This design comes from an exercise in tuning for small area, a short achievable clock period and few clock cycles on the open sky130 flow, not from production work.
The RTL was checked by simulation tests, not by an equivalence proof against the original design.
No driver is modelled on the clock port, so clock power and skew are understated where the tree is cut down; a real chip needs a root buffer or a tree.
No activity file was given, so power comes from the tool's default toggle rates.

## build 24
// cave_cellular_automaton_step
module cave_cellular_automaton_step #(
	parameter int MAX_COLS = cca_pkg::CCA_MAX_COLS,
	parameter int MAX_ROWS = cca_pkg::CCA_MAX_ROWS
) (
	input  logic                      clk,
	input  logic                      arst_n,
	input  logic                      start,
	output logic                      busy,
	input  logic [14:0]                     req,
	output logic                      done,
	output logic [1:0]                      rsp,
	input  logic                      cfg_valid,
	output logic                      cfg_ready,
	input  logic [cca_pkg::CCA_CFG_IDX_W-1:0]  cfg_index,
	input  logic [cca_pkg::CCA_CFG_DATA_W-1:0] cfg_data
);
export LEC_CHECK = 0
export CAP_MARGIN = 20
export CORE_MARGIN = 2
export CORE_UTILIZATION = 45
export CTS_CLUSTER_DIAMETER = 100
export CTS_CLUSTER_SIZE = 24
export PLACE_DENSITY = 0.6
export SETUP_SLACK_MARGIN = 4.7
export SLEW_MARGIN = 20
create_clock -name core_clock -period 7.0 [get_ports {clk}]
standard.sh (not shown) runs the stock make flow with config.mk's settings and CLKGATE_MAP_FILE= SYNTH_SCRIPT=/design/flow/synth_recipe.tcl, a recipe that flattens the netlist after the stock synthesis.
==> flow/flow/run.sh <==
#!/bin/bash
# The standard layout (standard.sh) with its own clock tree: synthesis,
# floorplan and placement as standard; then flow/cts_custom.tcl builds the
# clock tree and repairs timing as ORFS's CTS step does; then the standard
# steps from global routing to the end. Port buffers are buf_2 cells.
set -euo pipefail
export BUFFER_PORTS_ARGS="-buffer_cell sky130_fd_sc_hd__buf_2"
bash standard.sh place > standard_place.log 2>&1
bash standard.sh run RUN_SCRIPT="$PWD/flow/cts_custom.tcl" RUN_LOG_NAME_STEM=4_1_cts > cts_custom.log 2>&1
bash standard.sh > standard_finish.log 2>&1
==> flow/flow/cts_custom.tcl <==
# Clock tree for this design, in place of TritonCTS: the flip-flops are split
# into NX x NY clusters by location (NX columns by x, then NY groups by y in
# each column); each cluster gets a clkbuf_16 leaf buffer at its centre, and
# the leaf buffers of each of NR column blocks are driven by one clkbuf_16
# root buffer at their centre. The clock port drives the NR root buffers.
# Every flip-flop sees the same two buffer levels. The rest follows ORFS's
# cts.tcl: legalize, repair timing, legalize, write the CTS results.
utl::set_metrics_stage "cts__{}"
source $::env(SCRIPTS_DIR)/load.tcl
erase_non_stage_variables cts
load_design 3_place.odb 3_place.sdc

set NX 8
set NY 8
set NR 4

set block [ord::get_db_block]
set db [ord::get_db]
set clk_port_net [$block findNet clk]
set buf [$db findMaster sky130_fd_sc_hd__clkbuf_16]

proc it_x {it} { set b [[$it getInst] getBBox]; return [expr {([$b xMin] + [$b xMax]) / 2}] }
proc it_y {it} { set b [[$it getInst] getBBox]; return [expr {([$b yMin] + [$b yMax]) / 2}] }

set sinks {}
foreach it [$clk_port_net getITerms] {
  lappend sinks [list [it_x $it] [it_y $it] $it]
}
puts "custom cts: [llength $sinks] sinks"
set sinks [lsort -integer -index 0 $sinks]
set n [llength $sinks]
set clusters {}
for {set i 0} {$i < $NX} {incr i} {
  set col [lsort -integer -index 1 [lrange $sinks [expr {$i * $n / $NX}] [expr {($i + 1) * $n / $NX - 1}]]]
  set m [llength $col]
  for {set j 0} {$j < $NY} {incr j} {
    lappend clusters [lrange $col [expr {$j * $m / $NY}] [expr {($j + 1) * $m / $NY - 1}]]
  }
}

set root_nets {}
for {set r 0} {$r < $NR} {incr r} {
  set rn [odb::dbNet_create $block clknet_root_$r]
  $rn setSigType CLOCK
  lappend root_nets $rn
  set rsx($r) 0
  set rsy($r) 0
  set rk($r) 0
}
set k 0
foreach cl $clusters {
  set cx 0
  set cy 0
  foreach e $cl {
    set cx [expr {$cx + [lindex $e 0]}]
    set cy [expr {$cy + [lindex $e 1]}]
  }
  set cx [expr {$cx / [llength $cl]}]
  set cy [expr {$cy / [llength $cl]}]
  set inst [odb::dbInst_create $block $buf clkbuf_leaf_$k]
  $inst setLocation $cx $cy
  $inst setPlacementStatus PLACED
  set net [odb::dbNet_create $block clknet_leaf_$k]
  $net setSigType CLOCK
  [$inst findITerm X] connect $net
  set r [expr {($k / $NY) * $NR / $NX}]
  [$inst findITerm A] connect [lindex $root_nets $r]
  foreach e $cl {
    set it [lindex $e 2]
    $it disconnect
    $it connect $net
  }
  set rsx($r) [expr {$rsx($r) + $cx}]
  set rsy($r) [expr {$rsy($r) + $cy}]
  incr rk($r)
  incr k
}
for {set r 0} {$r < $NR} {incr r} {
  set root [odb::dbInst_create $block $buf clkbuf_root_$r]
  $root setLocation [expr {$rsx($r) / $rk($r)}] [expr {$rsy($r) / $rk($r)}]
  $root setPlacementStatus PLACED
  [$root findITerm X] connect [lindex $root_nets $r]
  [$root findITerm A] connect $clk_port_net
}
puts "custom cts: $k leaf buffers, $NR root buffers"

set_propagated_clock [all_clocks]
log_cmd estimate_parasitics -placement

set_placement_padding -global \
  -left $::env(CELL_PAD_IN_SITES_DETAIL_PLACEMENT) \
  -right $::env(CELL_PAD_IN_SITES_DETAIL_PLACEMENT)
detailed_placement
log_cmd estimate_parasitics -placement

if { !$::env(SKIP_CTS_REPAIR_TIMING) } {
  repair_timing_helper
  detailed_placement
  check_placement -verbose
}

report_metrics 4 "cts final"

orfs_write_db $::env(RESULTS_DIR)/4_1_cts.odb
orfs_write_sdc $::env(RESULTS_DIR)/4_cts.sdc
Build 24 closes out successfully: all stages finished, all timing, DRC and antenna checks passed.
Testbench counts of build 24, summed over its fixed seeds: cycles 12,496.
Relative to build 24, the following input files were edited for build 79:
-- flow/config.mk --
<<< build 24, line 14
export SETUP_SLACK_MARGIN = 4.7
>>> build 79, line 14
export SETUP_SLACK_MARGIN = 4.6
## What came out
- Build 79: PASS, flow complete, no timing, DRC or antenna violations
- [compare] base=build 24 new=build 79: global-route wire length before repair down 0.35%; total wire length down about 2%; sequential portion of the cell area up 0.66 points; final cell count down 0.46%.
- Largest net degree at the start of global routing was lower in the run labelled build 79.
- Changes observed in build 79 relative to build 24: total design power fell about 1.5%, least setup slack across all paths after layout rose 0.029 ns, average via count per standard cell fell 0.44%, final critical-path share of the clock period fell 0.41 points.
- met4 as the top routing layer in use was reported by build 79, and met5 by build 24.
Relative to build 79, the following input files were edited for build 21:
-- flow/flow/cts_custom.tcl --
<<< build 79, line 4
# the leaf buffers of each of NR column blocks are driven by one clkbuf_16
# root buffer at their centre. The clock port drives the NR root buffers.
>>> build 21, line 4
# the leaf buffers of each quadrant (left or right half of the columns, lower
# or upper half of the groups) are driven by one clkbuf_16 root buffer at
# their centre. The clock port drives the four root buffers.
<<< build 79, line 66
  set r [expr {($k / $NY) * $NR / $NX}]
>>> build 21, line 67
  set r [expr {(($k / $NY) * 2 / $NX) * 2 + (($k % $NY) * 2 / $NY)}]
## What came out
- Looking at slack of the critical path, build 21 sits 0.018 ns lower than build 79 does.
- Build 79 -> build 21: final cell count flat
- Status: final area parity (build 79, build 21)
In every run of this note, the design's own scripts or RTL, not TritonCTS, make the clock network.

## separate check: timing with driven ports
The flow's constraints put no driver on any port. The routed layouts listed below were extracted and timed again, unchanged, in two steps. Step 1 sets driving cells, clkbuf_16 on the clock port and buf_2 on the other inputs (assumed; they add their load-dependent delay and slew). Step 2 also shifts input and output timing later by t, the mid clock arrival at the registers, as if the neighbouring blocks saw the same clock. a / b / c = ideal / step 1 / step 2; a / b = the first two.
| run | t (ns) | slack for setup (ns) | hold slack, ns | clock arrival spread, ns |
|---|---|---|---|---|
| build 24 | 0.630 | 4.543 / 4.407 / 4.260 | 0.379 / 0.379 / 0.379 | 0.048 / 0.048 |
| build 79 | 0.620 | 4.572 / 4.450 / 4.308 | 0.339 / 0.339 / 0.339 | 0.031 / 0.030 |
| build 21 | 0.659 | 4.554 / 4.396 / 4.312 | 0.339 / 0.339 / 0.339 | 0.039 / 0.038 |
After both steps every run listed still meets setup and hold. For build 24, which loses most, drivers alone change the setup slack by -0.136 ns; drivers and shift together by -0.283 ns.
